From an optimization exercise on the open Yosys and OpenROAD flow, aimed at small area, a short achievable clock period and few clock cycles; shortcuts taken in it are not production practice. Function was checked by simulation only, so behaviour that the tests miss may differ from the original. The clock cells of run 4 come from the design's own scripts or RTL, not from TritonCTS. The clock port is modelled as an ideal driver, which makes a skipped or thinned clock tree look cheaper than it is; a real chip needs a root buffer or a tree. Power and IR drop assume default switching activity.

## flow/design.v (module list and top-level ports; edited modules follow where they fit)
// module polar_encoder: 1129 lines
// module pe_ax2: 3 lines
// module pe_a2: 3 lines
// module pe_x2: 3 lines
// module pe_sw: 3 lines
module polar_encoder
(
    input  logic       clk,
    input  logic       rst_n,
    input  logic       start,
    input  logic [9:0] N,
    input  logic [7:0] K,
    input  logic       in_valid,
    input  logic       in_bit,
    output logic       in_ready,
    output logic       out_valid,
    output logic       out_bit,
    input  logic       out_ready,
    output logic       busy,
    output logic       out_last
);
  // ...
==> flow/flow/run.sh <==
#!/bin/bash
# The standard layout, with plain buffers (instead of the delay cell that
# buffer_ports picks by default) on the input and output ports.
set -e
export BUFFER_PORTS_ARGS="-buffer_cell sky130_fd_sc_hd__buf_2"
bash standard.sh > standard.log 2>&1
==> flow/standard.sh <==
#!/bin/bash
# synth_recipe.tcl (not shown) runs the flow's synth.tcl, then flattens the netlist and writes it again
# the make line also repeats each setting of config.mk as NAME=value (left out here)
make -C /OpenROAD-flow-scripts/flow DESIGN_CONFIG=/design/flow/config.mk WORK_HOME=/design/flow/orfs CLKGATE_MAP_FILE= SYNTH_SCRIPT=/design/flow/synth_recipe.tcl "${@:-finish}"
==> flow/config.mk <==
export PLATFORM = sky130hd
export DESIGN_NAME = polar_encoder
export DESIGN_NICKNAME = polar_encoder
export VERILOG_FILES = /design/flow/design.v
export SDC_FILE = /design/flow/constraint.sdc
export NUM_CORES = 8
export LEC_CHECK = 0
export CAP_MARGIN = 20
export CORE_MARGIN = 2
export CORE_UTILIZATION = 70
export CTS_BUF_LIST = sky130_fd_sc_hd__clkbuf_16
export CTS_CLUSTER_DIAMETER = 100
export CTS_CLUSTER_SIZE = 24
export PLACE_DENSITY = 0.75
export SLEW_MARGIN = 20
export SYNTH_HIERARCHICAL = 1
==> flow/constraint.sdc <==
create_clock -name core_clock -period 30.0 [get_ports {clk}]
set_input_delay 6.0000 -clock core_clock [delete_from_list [all_inputs] [get_ports {clk}]]
set_output_delay 6.0000 -clock core_clock [all_outputs]
set_load 0.01 [all_outputs]
==> out/metrics.csv, run 1 <==
metric,value,unit
use_met3,4.27,%
grt_pass1_wl,67100,um
gp_congestion,0.911,
crit_family,flip-flops,
yosysTopAreaCell,dfxtp_1,
vdd_drop_max,0.0554,mV
n_clock_buffer,17,
synth_top_family_by_area,compound AO/OA/AOI/OAI gates,
seq_power_share,57.1,%
drive_gt1_share,6.99,%
cts_buffers,17,
multi_input_area,0.00949,mm^2
fillers,1754,
async_flop_share,3.14,%
crit_buf_inv,1,
synth_top_cell_area_share,34.4,%
met2_usage,56.4,%
met2_length,20000,um
tap_cells,319,
hold_viol_final,0,
critPathMaxStageDelay,0.39,ns
worst_ep_arrival_time,1.05,ns
grt_pass1_vias,12600,
cts_hold_buf,0,
synthToLayoutAreaGrowth,6.85,%
placed_area,0.0171,mm^2
holdCritStartpoint,slot_q[60]$_DFF_P_,
outcome,"complete, no violations",
synth-compound-area-share,20.9,%
drt-met1-wl,18400,um
num_vias,13400,
post-route-min-period,7.05,ns
synth_common_cells,"nand2_1 (339), dfxtp_1 (283), xor2_1 (261)",
synth_mux_area_share,2.30,%
reg_top3,"slot_q: 256 flops, c_q: 10 flops",
top_layer,met4,
Testbench counts, summed over its fixed seeds: cycles 51,710.
==> run 2, diff against run 1 <==
--- a/flow/config.mk
+++ b/flow/config.mk
@@ -7,10 +7,10 @@
 export LEC_CHECK = 0
 export CAP_MARGIN = 20
 export CORE_MARGIN = 2
-export CORE_UTILIZATION = 70
+export CORE_UTILIZATION = 55
 export CTS_BUF_LIST = sky130_fd_sc_hd__clkbuf_16
 export CTS_CLUSTER_DIAMETER = 100
 export CTS_CLUSTER_SIZE = 24
-export PLACE_DENSITY = 0.75
+export PLACE_DENSITY = 0.65
 export SLEW_MARGIN = 20
 export SYNTH_HIERARCHICAL = 1
==> run 2 against run 1 <==
Net effect: maximum frequency rose by 0.10%; highest routed layer unchanged; clock skew fell by 0.0046 ns; total power rose by 1.2%.
==> out/metrics.csv, run 2 <==
metric,value,unit,change
drc,0,,unchanged
fin_tns_setup,0,ns,unchanged
crit_family,flip-flops,,unchanged
relSlewSlack,29.5,%,was 28.0%
post_drt_via_cell_ratio,5.85,,was 6.19
reg_top3,"slot_q: 256 flops, c_q: 10 flops",,unchanged
crit_buf_inv,1,,unchanged
reg2reg_slack,24.80,ns,was 24.90 ns
outcome,"complete, no violations",,unchanged
placed_area,0.0172,mm^2,was 0.0171 mm^2
worstSetupPathType,register to output port,,unchanged
cts_setup_buffers,0,,unchanged
diodes,0,,unchanged
synth.area.top_cells,"dfxtp_1 (34%), xor2_1 (14%), a22o_1 (14%)",,unchanged
grt_usage,28.0,%,was 34.3%
top_register,slot_q,,unchanged
synthToLayoutAreaGrowth,7.39,%,was 6.85%
grt_setup_unrepaired,no,,unchanged
syn_avg_cell_area,9.15,um^2,unchanged
drt_iter0_markers,1068,,was 1165
ys_types,71,,unchanged
crit_fanout,1,,was 2
cp.required,24.00,ns,about the same
core_area,0.0296,mm^2,was 0.0233 mm^2
holdCritStartpoint,slot_q[92]$_DFF_P_,,was slot_q[60]$_DFF_P_
vdd_drop_max,0.0385,mV,was 0.0554 mV
p_leak,0.00722,uW,was 0.00724 uW
startpoint_type,register,,unchanged
cp-end-kind,output port,,unchanged
cts_hold_buf,0,,unchanged
place_ws,22.95,ns,was 22.99 ns
grt_pass1_vias,12200,,was 12600
worst_hold_path_type,register to register,,unchanged
fp-row-count,63,,was 56
final_cell_mix,"nand2_1 (339), dfxtp_1 (283), xor2_1 (261)",,unchanged
largest_register_ffs,256,,unchanged
clockBufferDepth,3,,unchanged
ant_nets,0,,unchanged
post_cts_resized,0,,unchanged
nNetsFinal,1910,,was 1915
setup_viol,0,,unchanged
yosysTopAreaCell,dfxtp_1,,unchanged
finalWirelength,43900,um,was 42900 um
fillers,2671,,was 1754
num_vias,13100,,was 13400
grt_pass1_wl,69400,um,was 67100 um
placed_cells,2209,,was 2143
async_flop_share,3.14,%,unchanged
timing.final.ws_setup,22.95,ns,about the same
synth.most_common_cell,nand2_1,,unchanged
portBuffers,28,,unchanged
grt_max_degree,112,,was 119
cts_sinks,318,,unchanged
worstRegToRegCells,17,,unchanged
gr-total-overflow,0,,unchanged
die_w,177,um,was 157 um
final_common_cell,nand2_1,,unchanged
synth_edf_count,25,,unchanged
worstHoldPathCells,1,,unchanged
synth_common_cells,"nand2_1 (339), dfxtp_1 (283), xor2_1 (261)",,unchanged
worst_ep_arrival_time,1.05,ns,about the same
clk_latency,0.53,ns,was 0.52 ns
wire_per_inst,19.7,um,was 19.8 um
io_pins,29,,unchanged
synth_ff_type,dfxtp_1,,unchanged
skew,0.0175,ns,was 0.0222 ns
crit_chain,buf_2,,unchanged
cts_buffers,17,,unchanged
hold_viol_final,0,,unchanged
synth_warnings,7,,unchanged
post-route-min-period,7.05,ns,about the same
dieHeight,177,um,was 157 um
reg2reg_to,out_bit_q$_SDFFE_PN0P_,,was c_q[2]$_SDFFE_PN1P_
final_cells,2232,,was 2165
fmax,142,MHz,about the same
htreeDepth,1,,unchanged
hold_path_end,slot_q[92]$_DFF_P_,,was slot_q[60]$_DFF_P_
synth_cells,1799,,unchanged
fin_area,0.0177,mm^2,was 0.0176 mm^2
drv_slew,0,,unchanged
seq_area_frac_synth,40.5,%,unchanged
cp_slowest_cell,edfxtp_1,,was dfrtp_1
tightestPinTransition,1.06,ns,was 1.08 ns
root_buffer,clkbuf_16,,unchanged
dp_hpwl,29500,um,was 28900 um
worstReg2RegStart,qj_q[2]$_DFFE_PP_,,was c_q[5]$_SDFFE_PN1P_
syn_area,0.0165,mm^2,unchanged
synth_top_cell_area_share,34.4,%,unchanged
start_util,55.7,%,was 70.8%
power_density,45.3,mW/mm^2,was 44.9 mW/mm^2
dr.pass1.iters,8,,was 5
antenna_found_initial,0,,unchanged
gp_congestion,0.899,,was 0.911
drv_cap,0,,unchanged
critPathMaxStageDelay,0.38,ns,was 0.39 ns
drive_gt1_share,7.11,%,was 6.99%
ys_ff_latch,318,,unchanged
fin_crit_sh,23.5,%,about the same
cts.reportedPaths.clkPinSlew,0.10,ns,about the same
cts_tree,built,,unchanged
die_area,0.0313,mm^2,was 0.0248 mm^2
[run 2: cell counts after synthesis]
Identical to the previous run, type by type.
[run 2: cells by family (layout without fill, tap and decap cells)]
logic type	Yosys count	count (layout)	synth area share, %
AO/OA/AOI/OAI	450	450	20.9
XOR/XNOR	283	283	15.1
adder cells (fa/ha/maj)	48	48	3.78
buffers and inverters	97	125	2.32
flip-flops	318	318	40.5
multiplexers	34	34	2.29
other	1	16	0.0228
AND/OR/NAND/NOR	568	568	15.1
[run 2: cell type report]
type	count	area, um^2	area share [%]
Tap cell	390	488	2.76
Timing Repair Buffer	56	354	2.00
Clock buffer	18	450	2.55
Inverter	46	173	0.977
Sequential cell	318	6670	37.7
Clock inverter	5	35.0	0.198
Multi-Input combinational cell	1399	9510	53.8
[run 2: worst max path at each step]
stage | slack (ns) | endpoint | cells after the start | start
floorplan | 23.21 | busy_q$_DFF_PN0_ | 4 | in_valid
global placement | 23.01 | busy_q$_DFF_PN0_ | 5 | in_valid
detailed placement | 22.95 | busy_q$_DFF_PN0_ | 5 | in_valid
CTS | 22.93 | out_last | 1 | out_last_o$_SDFFCE_PN0P_
global route | 22.91 | out_last | 1 | out_last_o$_SDFFCE_PN0P_
finish | 22.95 | out_last | 1 | out_last_o$_SDFFCE_PN0P_
[run 2: where the power goes]
part | total [uW] | internal [uW] | switching, uW
registers | 451 | 433 | 18.4
logic | 95.8 | 30.9 | 64.9
clock network | 254 | 110 | 144
[run 2: stage by stage]
stage | hold WS (ns) | power [uW] | util (%)
6_report | 0.485 | 801 | 59.8
5_1_grt | 0.502 | 831 | 59.8
4_1_cts | 0.488 | 804 | 59.8
3_5_place_dp | 0.463 | 555 | 58.2
3_3_place_gp | 0.458 | 555 | 58.2
2_1_floorplan | 0.446 | 519 | -
[run 2: modules after synthesis (local to each module, per instance)]
module | cells | flops+latches | cell area (um^2) | copies in the design
polar_encoder | 1002 | 318 | 10800 | 1
pe_ax2 | 3 | 0 | 16.3 | 128
pe_sw | 1 | 0 | 8.76 | 256
pe_x2 | 1 | 0 | 8.76 | 126
pe_a2 | 1 | 0 | 6.26 | 31
[run 2: routing by layer]
metal	part of all wire, %	vias up	GRT usage, %
li1	-	6394	-
met1	46	6259	38.8
met2	48	332	46.9
met3	4.5	66	2.64
met4	2.5	0	7.23
met5	0	-	0
==> run 3, diff against run 2 <==
--- a/flow/config.mk
+++ b/flow/config.mk
@@ -9,8 +9,8 @@
 export CORE_MARGIN = 2
 export CORE_UTILIZATION = 55
 export CTS_BUF_LIST = sky130_fd_sc_hd__clkbuf_16
-export CTS_CLUSTER_DIAMETER = 100
-export CTS_CLUSTER_SIZE = 24
+export CTS_CLUSTER_DIAMETER = 150
+export CTS_CLUSTER_SIZE = 20
 export PLACE_DENSITY = 0.65
 export SLEW_MARGIN = 20
 export SYNTH_HIERARCHICAL = 1
==> run 3 against run 2 <==
Net effect: critical endpoint is now out_valid; critical path depth stayed put; clock-buffer cell count grew 1; maximum frequency barely moved; via count grew 0.18%; still clean; final cell count about the same; worst setup slack gained 0.0031 ns; utilization up 0.059 points; critical path type unchanged.
==> out/metrics.csv, run 3 <==
metric,value,unit,change
outcome,"complete, no violations",,unchanged
clk_latency,0.53,ns,about the same
nNetsFinal,1912,,was 1910
timing.final.ws_setup,22.96,ns,was 22.95 ns
portBuffers,28,,unchanged
top_register,slot_q,,unchanged
synth.area.top_cells,"dfxtp_1 (34%), xor2_1 (14%), a22o_1 (14%)",,unchanged
synth_ff_type,dfxtp_1,,unchanged
crit_chain,buf_2,,unchanged
holdWs,0.482,ns,was 0.485 ns
cts_tree,built,,unchanged
final_common_cell,nand2_1,,unchanged
relSlewSlack,29.7,%,was 29.5%
ant_nets,0,,unchanged
diodes,0,,unchanged
seq_area_frac_synth,40.5,%,unchanged
htreeDepth,1,,unchanged
worst_ep_arrival_time,1.04,ns,was 1.05 ns
synth_cells,1799,,unchanged
synth_warnings,7,,unchanged
die_area,0.0313,mm^2,unchanged
drv_cap,0,,unchanged
worstSetupPathType,register to output port,,unchanged
p_leak,0.00724,uW,was 0.00722 uW
power.total,803,uW,was 801 uW
largest_register_ffs,256,,unchanged
dp_hpwl,29500,um,unchanged
num_vias,13100,,about the same
critPathMaxStageDelay,0.39,ns,was 0.38 ns
post-route-min-period,7.04,ns,was 7.05 ns
drt_iter0_markers,1118,,was 1068
synth.most_common_cell,nand2_1,,unchanged
clockBufferDepth,3,,unchanged
fmax,142,MHz,about the same
dieHeight,177,um,unchanged
gp_congestion,0.899,,unchanged
vdd_drop_max,0.0405,mV,was 0.0385 mV
syn_area,0.0165,mm^2,unchanged
placed_cells,2209,,unchanged
root_buffer,clkbuf_16,,unchanged
post_drt_via_cell_ratio,5.85,,about the same
tightestPinTransition,1.05,ns,was 1.06 ns
cp-end-kind,output port,,unchanged
cts.reportedPaths.clkPinSlew,0.08,ns,was 0.10 ns
die_w,177,um,unchanged
crit_family,flip-flops,,unchanged
grt_pass1_vias,12300,,was 12200
cts_hold_buf,0,,unchanged
post_cts_resized,0,,unchanged
cp.required,24.00,ns,about the same
reg_top3,"slot_q: 256 flops, c_q: 10 flops",,unchanged
setup_viol,0,,unchanged
synthToLayoutAreaGrowth,7.49,%,was 7.39%
ys_types,71,,unchanged
dr.pass1.iters,5,,was 8
cts_setup_buffers,0,,unchanged
cp_slowest_cell,dfrtp_1,,was edfxtp_1
fin_crit_sh,23.5,%,about the same
core_area,0.0296,mm^2,unchanged
syn_avg_cell_area,9.15,um^2,unchanged
fillers,2676,,was 2671
grt_max_degree,112,,unchanged
grt_setup_unrepaired,no,,unchanged
skew,0.0194,ns,was 0.0175 ns
antenna_found_initial,0,,unchanged
yosysTopAreaCell,dfxtp_1,,unchanged
fp-row-count,63,,unchanged
async_flop_share,3.14,%,unchanged
synth_top_cell_area_share,34.4,%,unchanged
grt_usage,28.2,%,was 28.0%
synth_common_cells,"nand2_1 (339), dfxtp_1 (283), xor2_1 (261)",,unchanged
fin_tns_setup,0,ns,unchanged
drv_slew,0,,unchanged
grt_pass1_wl,69700,um,was 69400 um
crit_buf_inv,1,,unchanged
final_cells,2234,,was 2232
place_ws,22.95,ns,unchanged
synth_edf_count,25,,unchanged
ys_ff_latch,318,,unchanged
hold_viol_final,0,,unchanged
crit_fanout,2,,was 1
finalWirelength,43900,um,about the same
io_pins,29,,unchanged
cts_sinks,318,,unchanged
power_density,45.4,mW/mm^2,was 45.3 mW/mm^2
wire_per_inst,19.7,um,about the same
cts_buffers,19,,was 17
startpoint_type,register,,unchanged
worst_hold_path_type,register to register,,unchanged
drc,0,,unchanged
final_cell_mix,"nand2_1 (339), dfxtp_1 (283), xor2_1 (261)",,unchanged
drive_gt1_share,7.05,%,was 7.11%
gr-total-overflow,0,,unchanged
start_util,55.7,%,unchanged
-- run 3: cell count changes in the layout (fill, tap and decap cells not counted) --
cell	change
clkbuf_16	+1
clkinv_1	+1
clkinvlp_4	-1
inv_1	+2
inv_8	-1
-- run 3: cells by family (layout without fill, tap and decap cells) --
logic type / Yosys count / in the layout / synth area share, %
and+or+nand+nor: 568 / 568 / 15.1
AOI/OAI and AO/OA: 450 / 450 / 20.9
DFF: 318 / 318 / 40.5
adders and majority gates: 48 / 48 / 3.78
other: 1 / 16 / 0.0228
buffers and inverters: 97 / 127 / 2.32
muxes: 34 / 34 / 2.29
xor gates and xnor gates: 283 / 283 / 15.1
-- run 3: worst paths after layout --
check                                        start                     end  slack, ns  cells after the start
max in group asynchronous                    rst_n        busy_q$_DFF_PN0_      24.46                      1
max reg2reg                      qj_q[2]$_DFFE_PP_  out_bit_q$_SDFFE_PN0P_      24.86                     17
max                        out_valid_o$_DFFE_PN0P_               out_valid      22.96                      1
min                             slot_q[92]$_DFF_P_      slot_q[92]$_DFF_P_       0.48                      1
min in group asynchronous                    rst_n  in_ready_q$_DFFE_PN0P_       5.32                      1
min reg2reg                     slot_q[92]$_DFF_P_      slot_q[92]$_DFF_P_       0.48                      1
-- run 3: modules after synthesis (local to each module, per instance) --
module | flip-flops and latches | times used | cell area, um^2
pe_x2 | 0 | 126 | 8.76
pe_a2 | 0 | 31 | 6.26
pe_ax2 | 0 | 128 | 16.3
polar_encoder | 318 | 1 | 10800
pe_sw | 0 | 256 | 8.76
-- run 3: final cells by class --
type / instances / area (um^2) / share of cell area (%)
tap: 390 / 488 / 2.76
clock inverter: 6 / 27.5 / 0.156
clock buffer: 19 / 475 / 2.69
timing repair buffer: 56 / 354 / 2.00
sequential: 318 / 6670 / 37.7
multi-input combinational: 1399 / 9510 / 53.7
inverter: 46 / 173 / 0.976
-- run 3: stage by stage --
step | util [%] | area [um^2]
after CTS | 59.9 | 17700
after floorplan | - | 16500
after global routing | 59.9 | 17700
after global placement | 58.2 | 17200
after detailed placement | 58.2 | 17200
final | 59.9 | 17700
-- run 3: metal layers --
layer	track usage, %	share of wire, %	vias up
li1	-	-	6397
met1	38.7	45	6265
met2	47.1	47	345
met3	2.68	4.7	67
met4	7.85	2.7	0
met5	0	0	-
-- run 3: where the power goes --
| part | total [uW] | switching [uW] | internal (uW) |
|---|---|---|---|
| combinational | 95.7 | 64.8 | 30.9 |
| sequential | 451 | 18.4 | 433 |
| clock | 257 | 142 | 115 |
==> run 4, diff against run 3 <==
==> flow/flow/run.sh (replaced) <==
#!/bin/bash
# The standard layout with two changes:
#  - plain buffers (buf_2) on the ports, instead of the delay cell that
#    buffer_ports picks by default;
#  - a two-level clock tree built by flow/cts.tcl in place of TritonCTS.
set -e
export BUFFER_PORTS_ARGS="-buffer_cell sky130_fd_sc_hd__buf_2"
bash standard.sh place > standard_place.log 2>&1
export FLOW_RES=$PWD/orfs/results/sky130hd/polar_encoder/base
mkdir -p orfs/logs/sky130hd/polar_encoder/base
openroad -no_init -exit flow/cts.tcl > cts.log 2>&1
cp cts.log orfs/logs/sky130hd/polar_encoder/base/4_1_cts.log
bash standard.sh > standard.log 2>&1
==> flow/flow/cts.tcl (new file) <==
# Clock tree for this design, in place of TritonCTS: the clock port drives
# four root clkbuf_16s, each driving the clkbuf_16s of about four of the 16
# flip-flop clusters (k-means on the flip-flops' locations). Two buffer
# levels give a lower insertion delay than TritonCTS's three.
set plat $::env(FLOW_HOME)/platforms/sky130hd
set res $::env(FLOW_RES)
read_liberty $plat/lib/sky130_fd_sc_hd__tt_025C_1v80.lib
read_db $res/3_place.odb
read_sdc $res/3_place.sdc
source $plat/setRC.tcl
source [file dirname [info script]]/mcts.tcl
mcts_build 16 sky130_fd_sc_hd__clkbuf_16 sky130_fd_sc_hd__clkbuf_16 4
set_propagated_clock [all_clocks]
detailed_placement
check_placement -verbose
estimate_parasitics -placement
report_clock_skew
report_checks -path_delay max -group_path_count 5 -format full_clock_expanded
report_check_types -max_slew -max_capacitance -violators
write_db $res/4_1_cts.odb
write_sdc -no_timestamp $res/4_cts.sdc
==> flow/flow/mcts.tcl (new file) <==
# Manual two-level clock tree: root clkbuf near the die centre driving one
# clkbuf per cluster of flip-flops (k-means on clock pin locations).
# Manual two-level clock tree: see cts.tcl.
proc mcts_build { nclus bufname rootname {nroot 1} } {
  set db [ord::get_db]
  set block [ord::get_db_block]
  set clknet [$block findNet clk]
  set sinks {}
  foreach it [$clknet getITerms] {
    set inst [$it getInst]
    set bb [$inst getBBox]
    lappend sinks [list $it [expr {([$bb xMin]+[$bb xMax])/2}] [expr {([$bb yMin]+[$bb yMax])/2}]]
  }
  set n [llength $sinks]
  # k-means init: spread along sorted order
  set sorted [lsort -real -index 1 $sinks]
  set cents {}
  for {set k 0} {$k < $nclus} {incr k} {
    set s [lindex $sorted [expr {int(($k + 0.5) * $n / $nclus)}]]
    lappend cents [list [lindex $s 1] [lindex $s 2]]
  }
  for {set iter 0} {$iter < 40} {incr iter} {
    set sx {}; set sy {}; set sc {}
    for {set k 0} {$k < $nclus} {incr k} { lappend sx 0.0; lappend sy 0.0; lappend sc 0 }
    set assign {}
    foreach s $sinks {
      set best -1; set bd 1e30
      for {set k 0} {$k < $nclus} {incr k} {
        set c [lindex $cents $k]
        set d [expr {abs([lindex $s 1]-[lindex $c 0]) + abs([lindex $s 2]-[lindex $c 1])}]
        if {$d < $bd} { set bd $d; set best $k }
      }
      lappend assign $best
      lset sx $best [expr {[lindex $sx $best] + [lindex $s 1]}]
      lset sy $best [expr {[lindex $sy $best] + [lindex $s 2]}]
      lset sc $best [expr {[lindex $sc $best] + 1}]
    }
    for {set k 0} {$k < $nclus} {incr k} {
      if {[lindex $sc $k] > 0} {
        lset cents $k [list [expr {[lindex $sx $k]/[lindex $sc $k]}] [expr {[lindex $sy $k]/[lindex $sc $k]}]]
      }
    }
  }
  set m [$db findMaster $bufname]
  set rm [$db findMaster $rootname]
  # group the cluster centres into nroot groups (k-means)
  set rc {}
  set sc [lsort -real -index 0 $cents]
  for {set r 0} {$r < $nroot} {incr r} { lappend rc [lindex $sc [expr {int(($r + 0.5) * $nclus / $nroot)}]] }
  for {set iter 0} {$iter < 30} {incr iter} {
    set rass {}
    set ax {}; set ay {}; set an {}
    for {set r 0} {$r < $nroot} {incr r} { lappend ax 0.0; lappend ay 0.0; lappend an 0 }
    foreach c $cents {
      set best 0; set bd 1e30
      for {set r 0} {$r < $nroot} {incr r} {
        set d [expr {abs([lindex $c 0]-[lindex $rc $r 0]) + abs([lindex $c 1]-[lindex $rc $r 1])}]
        if {$d < $bd} { set bd $d; set best $r }
      }
      lappend rass $best
      lset ax $best [expr {[lindex $ax $best] + [lindex $c 0]}]
      lset ay $best [expr {[lindex $ay $best] + [lindex $c 1]}]
      lset an $best [expr {[lindex $an $best] + 1}]
    }
    for {set r 0} {$r < $nroot} {incr r} {
      if {[lindex $an $r] > 0} { lset rc $r [list [expr {[lindex $ax $r]/[lindex $an $r]}] [expr {[lindex $ay $r]/[lindex $an $r]}]] }
    }
  }
  set rootnets {}
  for {set r 0} {$r < $nroot} {incr r} {
    set root [odb::dbInst_create $block $rm clkroot_buf_$r]
    $root setLocation [expr {int([lindex $rc $r 0])}] [expr {int([lindex $rc $r 1])}]
    $root setPlacementStatus PLACED
    set rn [odb::dbNet_create $block clkroot_net_$r]
    $rn setSigType CLOCK
    [$root findITerm X] connect $rn
    lappend rootnets $rn
    lappend roots $root
  }
  set leafnets {}
  for {set k 0} {$k < $nclus} {incr k} {
    set c [lindex $cents $k]
    set b [odb::dbInst_create $block $m clkleaf_buf_$k]
    $b setLocation [expr {int([lindex $c 0])}] [expr {int([lindex $c 1])}]
    $b setPlacementStatus PLACED
    set ln [odb::dbNet_create $block clkleaf_net_$k]
    $ln setSigType CLOCK
    [$b findITerm A] connect [lindex $rootnets [lindex $rass $k]]
    [$b findITerm X] connect $ln
    lappend leafnets $ln
  }
  set i 0
  foreach s $sinks {
    set it [lindex $s 0]
    $it disconnect
    $it connect [lindex $leafnets [lindex $assign $i]]
    incr i
  }
  foreach root $roots { [$root findITerm A] connect $clknet }
  global_connect
}
--- a/flow/config.mk
+++ b/flow/config.mk
@@ -9,8 +9,8 @@
 export CORE_MARGIN = 2
 export CORE_UTILIZATION = 55
 export CTS_BUF_LIST = sky130_fd_sc_hd__clkbuf_16
-export CTS_CLUSTER_DIAMETER = 150
-export CTS_CLUSTER_SIZE = 20
+export CTS_CLUSTER_DIAMETER = 100
+export CTS_CLUSTER_SIZE = 24
 export PLACE_DENSITY = 0.65
 export SLEW_MARGIN = 20
 export SYNTH_HIERARCHICAL = 1
==> run 4 against run 3 <==
Net effect: largest cell class unchanged; via count down 0.35%; largest power group unchanged; sequential cell count is the same; final cell count down 0.22%; die area is the same; combinational power barely moved.
==> out/metrics.csv, run 4 <==
metric,value,unit,change
cp_slowest_cell,dfrtp_1,,unchanged
p_comb_share,12.0,%,was 11.9%
tightestPinTransition,1.04,ns,was 1.05 ns
multi_input_area,0.00951,mm^2,unchanged
post_drt_via_cell_ratio,5.84,,was 5.85
yosysTopAreaCell,dfxtp_1,,unchanged
relSlewSlack,30.7,%,was 29.7%
worst_ep_arrival_time,0.84,ns,was 1.04 ns
setup_viol,0,,unchanged
die_area,0.0313,mm^2,unchanged
synth_common_cells,"nand2_1 (339), dfxtp_1 (283), xor2_1 (261)",,unchanged
core_area,0.0296,mm^2,unchanged
swShare,27.1,%,was 28.0%
busiest_layer,met2,,unchanged
crit_chain,buf_2,,unchanged
drive_gt1_share,7.07,%,was 7.05%
gr-total-overflow,0,,unchanged
grt_usage,27.7,%,was 28.2%
synth_edf_count,25,,unchanged
num_vias,13000,,was 13100
hold_viol_final,0,,unchanged
fin_tns_setup,0,ns,unchanged
cts.reportedPaths.clkPinSlew,0.10,ns,was 0.08 ns
internal_power,583,uW,was 578 uW
synth.most_common_cell,nand2_1,,unchanged
synth_cells,1799,,unchanged
power.net_switching,216,uW,was 225 uW
register_area,0.00667,mm^2,unchanged
drv_cap,0,,unchanged
fillers,2650,,was 2676
power_density,45.2,mW/mm^2,was 45.4 mW/mm^2
utilization,59.9,%,about the same
critPathMaxStageDelay,0.38,ns,was 0.39 ns
dieHeight,177,um,unchanged
async_flop_share,3.14,%,unchanged
met1_usage,38.5,%,was 38.7%
post-route-min-period,6.84,ns,was 7.04 ns
drt_iter0_markers,1103,,was 1118
seq_area_frac_synth,40.5,%,unchanged
pwr-share-clk,31.6,%,was 31.9%
synth_top_cell_area_share,34.4,%,unchanged
synthToLayoutAreaGrowth,7.48,%,was 7.49%
synth_ff_type,dfxtp_1,,unchanged
clk_latency,0.36,ns,was 0.53 ns
crit_family,flip-flops,,unchanged
worstSetupPathType,register to output port,,unchanged
drv_slew,0,,unchanged
synth.area.top_cells,"dfxtp_1 (34%), xor2_1 (14%), a22o_1 (14%)",,unchanged
ant_nets,0,,unchanged
cp.required,24.00,ns,about the same
die_w,177,um,unchanged
seq_power_share,56.4,%,was 56.1%
grt_max_degree,112,,unchanged
finalWirelength,43700,um,was 43900 um
skew,0.0723,ns,was 0.0194 ns
fin_crit_sh,22.8,%,was 23.5%
place_ws,22.95,ns,unchanged
wire_per_inst,19.6,um,was 19.7 um
top_register,slot_q,,unchanged
fp-row-count,63,,unchanged
dp_hpwl,29500,um,unchanged
antenna_found_initial,0,,unchanged
crit_buf_inv,1,,unchanged
final_common_cell,nand2_1,,unchanged
use_met3,1.52,%,was 2.68%
final_cell_mix,"nand2_1 (339), dfxtp_1 (283), xor2_1 (261)",,unchanged
dr.pass1.iters,5,,unchanged
ys_types,71,,unchanged
grt_setup_unrepaired,no,,unchanged
syn_avg_cell_area,9.15,um^2,unchanged
gp_congestion,0.899,,unchanged
synth_warnings,7,,unchanged
timing.final.ws_setup,23.16,ns,was 22.96 ns
largest_register_ffs,256,,unchanged
start_util,55.7,%,unchanged
grt_pass1_wl,69500,um,was 69700 um
io_pins,29,,unchanged
diodes,0,,unchanged
cp-end-kind,output port,,unchanged
met2_usage,47.2,%,was 47.1%
syn_area,0.0165,mm^2,unchanged
worst_hold_path_type,register to register,,unchanged
fmax,146,MHz,was 142 MHz
outcome,"complete, no violations",,unchanged
vdd_drop_max,0.0352,mV,was 0.0405 mV
p_leak,0.00722,uW,was 0.00724 uW
startpoint_type,register,,unchanged
portBuffers,28,,unchanged
nNetsFinal,1913,,was 1912
drc,0,,unchanged
grt_pass1_vias,12300,,about the same
crit_fanout,2,,unchanged
reg_top3,"slot_q: 256 flops, c_q: 10 flops",,unchanged
ys_ff_latch,318,,unchanged
==> run 4: power by group through the flow <==
| stage | combinational (uW) | sequential (uW) | clock (uW) |
|---|---|---|---|
| after detailed placement | 94.9 | 460 | 0 |
| after global routing | 105 | 453 | 270 |
| after floorplan | 69.3 | 450 | 0 |
| after global placement | 94.4 | 461 | 0 |
| final | 95.7 | 451 | 253 |
==> run 4: logic make-up after synthesis <==
group / after synthesis / share of synthesized area (%)
AOI/OAI and AO/OA: 450 / 20.9
xor gates and xnor gates: 283 / 15.1
adders and majority gates: 48 / 3.78
buffers and inverters: 97 / 2.32
DFF: 318 / 40.5
muxes: 34 / 2.29
other: 1 / 0.0228
and+or+nand+nor: 568 / 15.1
==> run 4: final timing paths <==
| path | endpoint | from | slack (ns) | depth (start not counted) |
|---|---|---|---|---|
| worst max-delay path | in_ready | in_ready_o$_DFFE_PN0P_ | 23.16 | 1 |
| worst max register to register | out_bit_q$_SDFFE_PN0P_ | qj_q[3]$_DFFE_PP_ | 24.80 | 17 |
| min in group asynchronous | init_q$_DFFE_PN0P_ | rst_n | 5.53 | 1 |
| worst min-delay path | slot_q[63]$_DFF_P_ | slot_q[63]$_DFF_P_ | 0.48 | 1 |
| worst min register to register | slot_q[63]$_DFF_P_ | slot_q[63]$_DFF_P_ | 0.48 | 1 |
| max in group asynchronous | busy_q$_DFF_PN0_ | rst_n | 24.26 | 1 |
==> run 4: final cells by class <==
class                      count  share of cell area, %
tap                          390                   2.76
buffer                        20                   2.83
multi-input combinational   1399                   53.7
inverter                      46                  0.976
sequential                   318                   37.7
timing repair buffer          56                   2.00
==> run 4: routing by layer <==
layer  wire, um  share of wire [%]
met2      20700                 47
met4       1200                2.7
met3       1890                4.3
met1      19900                 46
met5          0                  0
==> run 4: modules after synthesis (local to each module, per instance) <==
| module | copies in the design | flops+latches |
|---|---|---|
| pe_a2 | 31 | 0 |
| pe_ax2 | 128 | 0 |
| pe_sw | 256 | 0 |
| pe_x2 | 126 | 0 |
| polar_encoder | 1 | 318 |
==> run 4: metrics by stage <==
stage	hold slack [ns]	instance area (um^2)	power, uW	std cells
floorplan	0.446	16500	519	1814
global route	0.497	17700	828	2229
detailed placement	0.463	17200	555	2209
global placement	0.458	17200	555	2209
finish	0.482	17700	800	2229

re-timing with driven ports:
Ports are ideal in the flow. The routed layouts listed here were re-timed in OpenROAD.
Step 1, drivers: a clkbuf_16 drives clk and a buf_2 each remaining input, both assumed.
Step 2 times the ports against the registers' clock, not the clock port: input delays grow and output delays shrink by t, the midpoint of the rising clock arrivals with the driver on.
Slacks: ideal / step 1 / step 2; pairs: ideal / step 1.
run	shift t [ns]	setup WS [ns]	latest minus earliest clock arrival (ns)	slew at the worst register clock pin (ns)
run 1	0.558	22.946 / 22.898 / 22.991	0.024 / 0.023	0.10 / 0.10
run 2	0.572	22.953 / 22.898 / 22.966	0.018 / 0.019	0.10 / 0.10
run 3	0.578	22.956 / 22.901 / 22.959	0.019 / 0.020	0.09 / 0.09
run 4	0.411	23.164 / 23.073 / 22.963	0.074 / 0.074	0.11 / 0.11
After both steps every run listed still meets setup and hold. The setup slack of run 4, which loses most, moves by -0.091 ns with the drivers and by -0.201 ns with both steps.
